This design comes from an exercise in tuning for small area and a short achievable clock period on the open sky130 flow, not from production work.
RTL that was checked went through simulation tests only; none was proved equivalent to the original.
No activity file was given, so power comes from the tool's default toggle rates.

build 18:
==> flow/design.v (excerpt) <==
module sa_top
(
    input  logic        clk,
    input  logic        arst_n_i,
    input  logic        psel,
    input  logic        penable,
    input  logic        pwrite,
    input  logic [11:0] paddr,
    input  logic [31:0] pwdata,
    output logic [31:0] prdata,
    output logic        pready,
    output logic        pslverr
);
Size in the first run: about 4800 cells after synthesis, roughly 1200 flip-flops, ~83 I/O pins, roughly 56000 um^2 of cells after synthesis.
clock: 10.0 ns
lec_check: 0
cap_margin: 20
core_margin: 2
core_utilization: 40
slew_margin: 20
standard.sh (not shown) runs the stock make flow with config.mk's settings and CLKGATE_MAP_FILE= SYNTH_SCRIPT=/design/flow/synth_recipe.tcl, a recipe that flattens the netlist after the stock synthesis.
==> flow/flow/run.sh <==
#!/bin/bash
# Standard ORFS layout, with port buffers that can drive, free cell sizing and
# a setup margin that makes repair_timing work below the 10 ns clock.
set -e
export BUFFER_PORTS_ARGS="-buffer_cell sky130_fd_sc_hd__buf_4"
bash standard.sh MATCH_CELL_FOOTPRINT=0 SETUP_SLACK_MARGIN=6.8 finish > standard.log 2>&1
Build 18 | status: complete | timing, DRC, antenna: pass
For build 73, these inputs were changed with respect to build 18:
- swapping 40 for 50 in CORE_UTILIZATION
- putting CTS_CLUSTER_DIAMETER at 60 where nothing was set
- putting TNS_END_PERCENT at 20 where nothing was set
- putting CTS_CLUSTER_SIZE at 30 where nothing was set
==> flow/flow/run.sh <==
#!/bin/bash
# Standard ORFS layout, with port buffers that can drive, free cell sizing and
# a setup margin that makes repair_timing work below the 10 ns clock.
set -e
export BUFFER_PORTS_ARGS="-buffer_cell sky130_fd_sc_hd__buf_4"
bash standard.sh MATCH_CELL_FOOTPRINT=0 SETUP_SLACK_MARGIN=7.0 finish > standard.log 2>&1
==> comparison <==
Summary of build 73 over build 18: register area share after synthesis did not really move; worst hold margin did not really move; post-layout instance area lost 2.5%; non-clock buffer count dropped 20; clock-buffer cell count fell by 63. Summary of build 73 over build 18: routed wire length up 0.35%, register cell area after layout flat, hold-critical path depth flat, placeable core region down about 20%, net load switching power up about 2%. Register share of the cell area was higher in the run labelled build 73.
Modified inputs, build 20 compared to build 73
- TNS_END_PERCENT: 20 -> unset
- CORE_UTILIZATION: 50 -> 40
==> flow/flow/run.sh <==
#!/bin/bash
# Standard ORFS layout, with port buffers that can drive, free cell sizing and
# a setup margin that makes repair_timing work below the 10 ns clock.
set -e
export BUFFER_PORTS_ARGS="-buffer_cell sky130_fd_sc_hd__buf_4"
bash standard.sh MATCH_CELL_FOOTPRINT=0 SETUP_SLACK_MARGIN=6.8 finish > standard.log 2>&1
==> run summary <==
Part of the total power dissipated in sequential elements: higher on build 73. Fraction of final layout cells sized beyond drive strength 1: build 20 vs build 73, no meaningful difference. The total die area number comes out higher for build 20 vs build 73. The number of non-clock buffers in build 20 sits about 6.5% below the value recorded for build 73. Measured against each other, build 73 and build 20 differ in post-route fraction of the period consumed by the critical path, the higher figure coming from build 20. The setup slack of build 20 is smaller than that of build 73. Delta (build 20 minus build 73): proportion of power drawn by combinational gates grew by 0.2 points; total net switching power rose by 2.7%. met3 track demand over resource in global routing for build 20: 7.9 points down relative to build 73. Where fmax is concerned, build 73 is better than build 20. The launch point of the critical path comes out paddr[5] in one run and paddr[9] in the other, namely in build 73 and build 20 respectively. In terms of multi-input logic area, build 20 and build 73 differ only marginally.
Edits applied to the flow inputs when going from build 20 to build 67:
- setting TNS_END_PERCENT to 20 for the first time
==> flow/flow/run.sh <==
#!/bin/bash
# Standard ORFS layout, with port buffers that can drive, free cell sizing and
# a setup margin that makes repair_timing work below the 10 ns clock.
set -e
export BUFFER_PORTS_ARGS="-buffer_cell sky130_fd_sc_hd__buf_4"
bash standard.sh MATCH_CELL_FOOTPRINT=0 SETUP_SLACK_MARGIN=7.0 finish > standard.log 2>&1
[summary]
Looking at the reports, build 67 completed the entire flow and the layout it produced met the timing, design-rule and antenna checks. A capturing instance or port of the critical path of rdata_q[3] is what build 67 shows, while rdata_q[1] belongs to build 20. There was hardly any difference in required arrival time at the worst endpoint between build 67 and build 20. From build 20 to build 67 the numbers moved as follows: power per standard cell area shows a reduction of 0.88%; switching power as a share of total power higher; sum of met3 wire segment lengths after detailed routing saw an increase.


sa_top, a different RTL version from the one above (not shown whole).
For scale: roughly 1200 flip-flops, about 83 I/O pins.
export LEC_CHECK = 0
export CAP_MARGIN = 20
export CORE_MARGIN = 2
export CORE_UTILIZATION = 55
export CTS_CLUSTER_DIAMETER = 80
export CTS_CLUSTER_SIZE = 22
export SLEW_MARGIN = 20
export TNS_END_PERCENT = 20
create_clock -name core_clock -period 10.0 [get_ports {clk}]
==> flow/flow/run.sh <==
#!/bin/bash
# Standard ORFS layout, with port buffers that can drive, free cell sizing and
# a setup margin that makes repair_timing work below the 10 ns clock.
set -e
export BUFFER_PORTS_ARGS="-buffer_cell sky130_fd_sc_hd__buf_4"
bash standard.sh MATCH_CELL_FOOTPRINT=0 SETUP_SLACK_MARGIN=7.2 finish > standard.log 2>&1
The baseline produced a clean layout.
Edit:
--- a/flow/flow/run.sh
+++ b/flow/flow/run.sh
@@ -6 +6 @@
-bash standard.sh MATCH_CELL_FOOTPRINT=0 SETUP_SLACK_MARGIN=7.2 finish > standard.log 2>&1
+bash standard.sh MATCH_CELL_FOOTPRINT=0 SETUP_SLACK_MARGIN=7.0 finish > standard.log 2>&1
CORE_UTILIZATION = 50   (was 55)
CTS_CLUSTER_DIAMETER = 60   (was 80)
CTS_CLUSTER_SIZE = 30   (was 22)
Effect:
- clock power is higher by 40%
- cell area rises by 0.78%
- routed wire length rose by 2.8%
- cell count came out higher by 1.6%
- non-clock buffer count decreases by 74
- via count goes down by 2.6%
- synthesized area does not change
- count of clock-buffer cells in the layout came out higher by 2
- first-iteration DRC count falls by 4.6%
- hold slack is worse by 4.9 ps
- die area rises by 9.9%
Edit:
--- a/flow/flow/run.sh
+++ b/flow/flow/run.sh
@@ -6 +6 @@
-bash standard.sh MATCH_CELL_FOOTPRINT=0 SETUP_SLACK_MARGIN=7.0 finish > standard.log 2>&1
+bash standard.sh MATCH_CELL_FOOTPRINT=0 SETUP_SLACK_MARGIN=7.2 finish > standard.log 2>&1
CORE_UTILIZATION = 55   (was 50)
CTS_CLUSTER_DIAMETER = 80   (was 60)
CTS_CLUSTER_SIZE = 26   (was 30)
Effect: The changed run finished clean. Routed wire length decreases by a few percent. Clock skew decreases by 8.1 ps. Power decreases by roughly a tenth.
Edit:
CTS_CLUSTER_DIAMETER = 60   (was 80)
CTS_CLUSTER_SIZE = 30   (was 26)
=> The changed run completed without violations. Total power increases by 12%. Routed wire length increases by 1.2%. Global-route usage increases by 0.42 points. Cell count increases by 1.3%. Hold slack is about the same. Utilization increases by 2.1 points. Final area increases by 3.4%.


nickel:
sa_top, a different RTL version from the one above (not shown whole).
Size in the first run: roughly 4500 cells after synthesis, ~1100 flip-flops, about 83 I/O pins, ~60000 um2 of cells after synthesis.
==> flow/design.v (excerpt) <==
module sa_top
(
    input  logic        clk,
    input  logic        arst_n_i,
    input  logic        psel,
    input  logic        penable,
    input  logic        pwrite,
    input  logic [11:0] paddr,
    input  logic [31:0] pwdata,
    output logic [31:0] prdata,
    output logic        pready,
    output logic        pslverr
);
export LEC_CHECK = 0
export CAP_MARGIN = 20
export CORE_MARGIN = 2
export CORE_UTILIZATION = 40
export SLEW_MARGIN = 20
create_clock -name core_clock -period 10.0 [get_ports {clk}]
==> flow/flow/run.sh <==
#!/bin/bash
# Standard ORFS layout, with port buffers that can drive, free cell sizing and
# a setup margin that makes repair_timing work below the 10 ns clock.
set -e
export BUFFER_PORTS_ARGS="-buffer_cell sky130_fd_sc_hd__buf_4"
bash standard.sh MATCH_CELL_FOOTPRINT=0 SETUP_SLACK_MARGIN=6.8 finish > standard.log 2>&1
Relative to nickel, the following input files were edited for sierra:
diff --git a/flow/flow/run.sh b/flow/flow/run.sh
--- a/flow/flow/run.sh
+++ b/flow/flow/run.sh
@@ -6 +6 @@
-bash standard.sh MATCH_CELL_FOOTPRINT=0 SETUP_SLACK_MARGIN=6.8 finish > standard.log 2>&1
+bash standard.sh MATCH_CELL_FOOTPRINT=0 SETUP_SLACK_MARGIN=6.4 finish > standard.log 2>&1
diff --git a/flow/config.mk b/flow/config.mk
--- a/flow/config.mk
+++ b/flow/config.mk
@@ -10 +10,2 @@
-export CORE_UTILIZATION = 40
+export CORE_UTILIZATION = 55
+export CTS_BUF_LIST = sky130_fd_sc_hd__clkbuf_4 sky130_fd_sc_hd__clkbuf_8
sierra — global router's overall resource usage 8.1 points higher, nickel as reference
[sierra] worst-case reg-to-reg path depth fell 4 relative to nickel
When the final numbers for nickel and sierra were put side by side, the pin count of the biggest net entering global routing turned out to be smaller in nickel.
Every stage of the flow completed for sierra, and the final layout passed the timing, design-rule and antenna checks.
Die extent in y, sierra vs nickel: down by more than 10%
sierra vs. nickel: number of rows in the core area decreased by 15% relative to the old numbers; well tap count went down 527; count of antenna diodes in the layout went up by 7; number of storage elements in the synthesis netlist flat; worst slack at placement -0.17 ns.
Cmp nickel and sierra / sequential portion of the cell area / lower: nickel
diff inputs: sierra => pepper
==> flow/flow/run.sh <==
#!/bin/bash
# Standard ORFS layout, with port buffers that can drive and a setup margin
# that makes repair_timing work below the 10 ns clock.
set -e
export BUFFER_PORTS_ARGS="-buffer_cell sky130_fd_sc_hd__buf_4"
export SETUP_SLACK_MARGIN=6.2
cp standard.sh standard_copy.txt
bash standard.sh > standard.log 2>&1
diff --git a/flow/config.mk b/flow/config.mk
--- a/flow/config.mk
+++ b/flow/config.mk
@@ -10,2 +10 @@
-export CORE_UTILIZATION = 55
-export CTS_BUF_LIST = sky130_fd_sc_hd__clkbuf_4 sky130_fd_sc_hd__clkbuf_8
+export CORE_UTILIZATION = 40
Findings:
- STATUS final area: pepper loses against sierra
- When pepper is set beside sierra, its number of nets in the layout turns out to be 1.5% smaller.
- NOTE count of vias placed by the detailed router sierra->pepper decreased slightly
- Looking at final cycle utilization of the critical path, pepper sits 3.1 points above sierra.
Function was not checked in any run of this note: the RTL went through the layout flow alone.

==> static timing again, ports no longer ideal <==
The flow's constraints put no driver on any port. The routed layouts listed below were extracted and timed again, unchanged, in two steps. Step 1 (the two cells are an assumption about what drives the block):
set clk [get_ports {clk}]
set_driving_cell -lib_cell sky130_fd_sc_hd__clkbuf_16 $clk
set_driving_cell -lib_cell sky130_fd_sc_hd__buf_2 [delete_from_list [all_inputs] $clk]
Step 2, shift: input delay + t, output delay - t, t = (earliest + latest rising clock arrival at the registers) / 2. This alone moves slack from input paths to output paths. Slacks: ideal / step 1 / step 2; pairs: ideal / step 1.
| run | shift t [ns] | slack for setup (ns) | worst data-port slew with drivers (ns) |
|---|---|---|---|
| build 18 | 0.849 | 6.484 / 6.242 / 5.393 | 0.32 |
| build 73 | 0.817 | 6.488 / 6.299 / 5.482 | 0.36 |
| build 20 | 0.841 | 6.451 / 6.316 / 5.475 | 0.32 |
| build 67 | 0.844 | 6.451 / 6.265 / 5.421 | 0.36 |
| the first run of note 2 | 0.774 | 6.480 / 6.238 / 5.464 | 0.37 |
| the second run of note 2 | 0.811 | 6.332 / 6.126 / 5.314 | 0.37 |
| the third run of note 2 | 0.813 | 6.532 / 6.329 / 5.516 | 0.32 |
| the fourth run of note 2 | 0.800 | 6.518 / 6.284 / 5.484 | 0.36 |
| nickel | 0.819 | 6.606 / 6.340 / 5.521 | 0.39 |
| sierra | 0.957 | 6.424 / 6.314 / 5.357 | 0.27 |
| pepper | 0.810 | 6.112 / 6.150 / 5.339 | 0.15 |
After both steps every run listed still meets setup and hold. For build 18, which loses most, drivers alone change the setup slack by -0.242 ns; drivers and shift together by -1.091 ns.
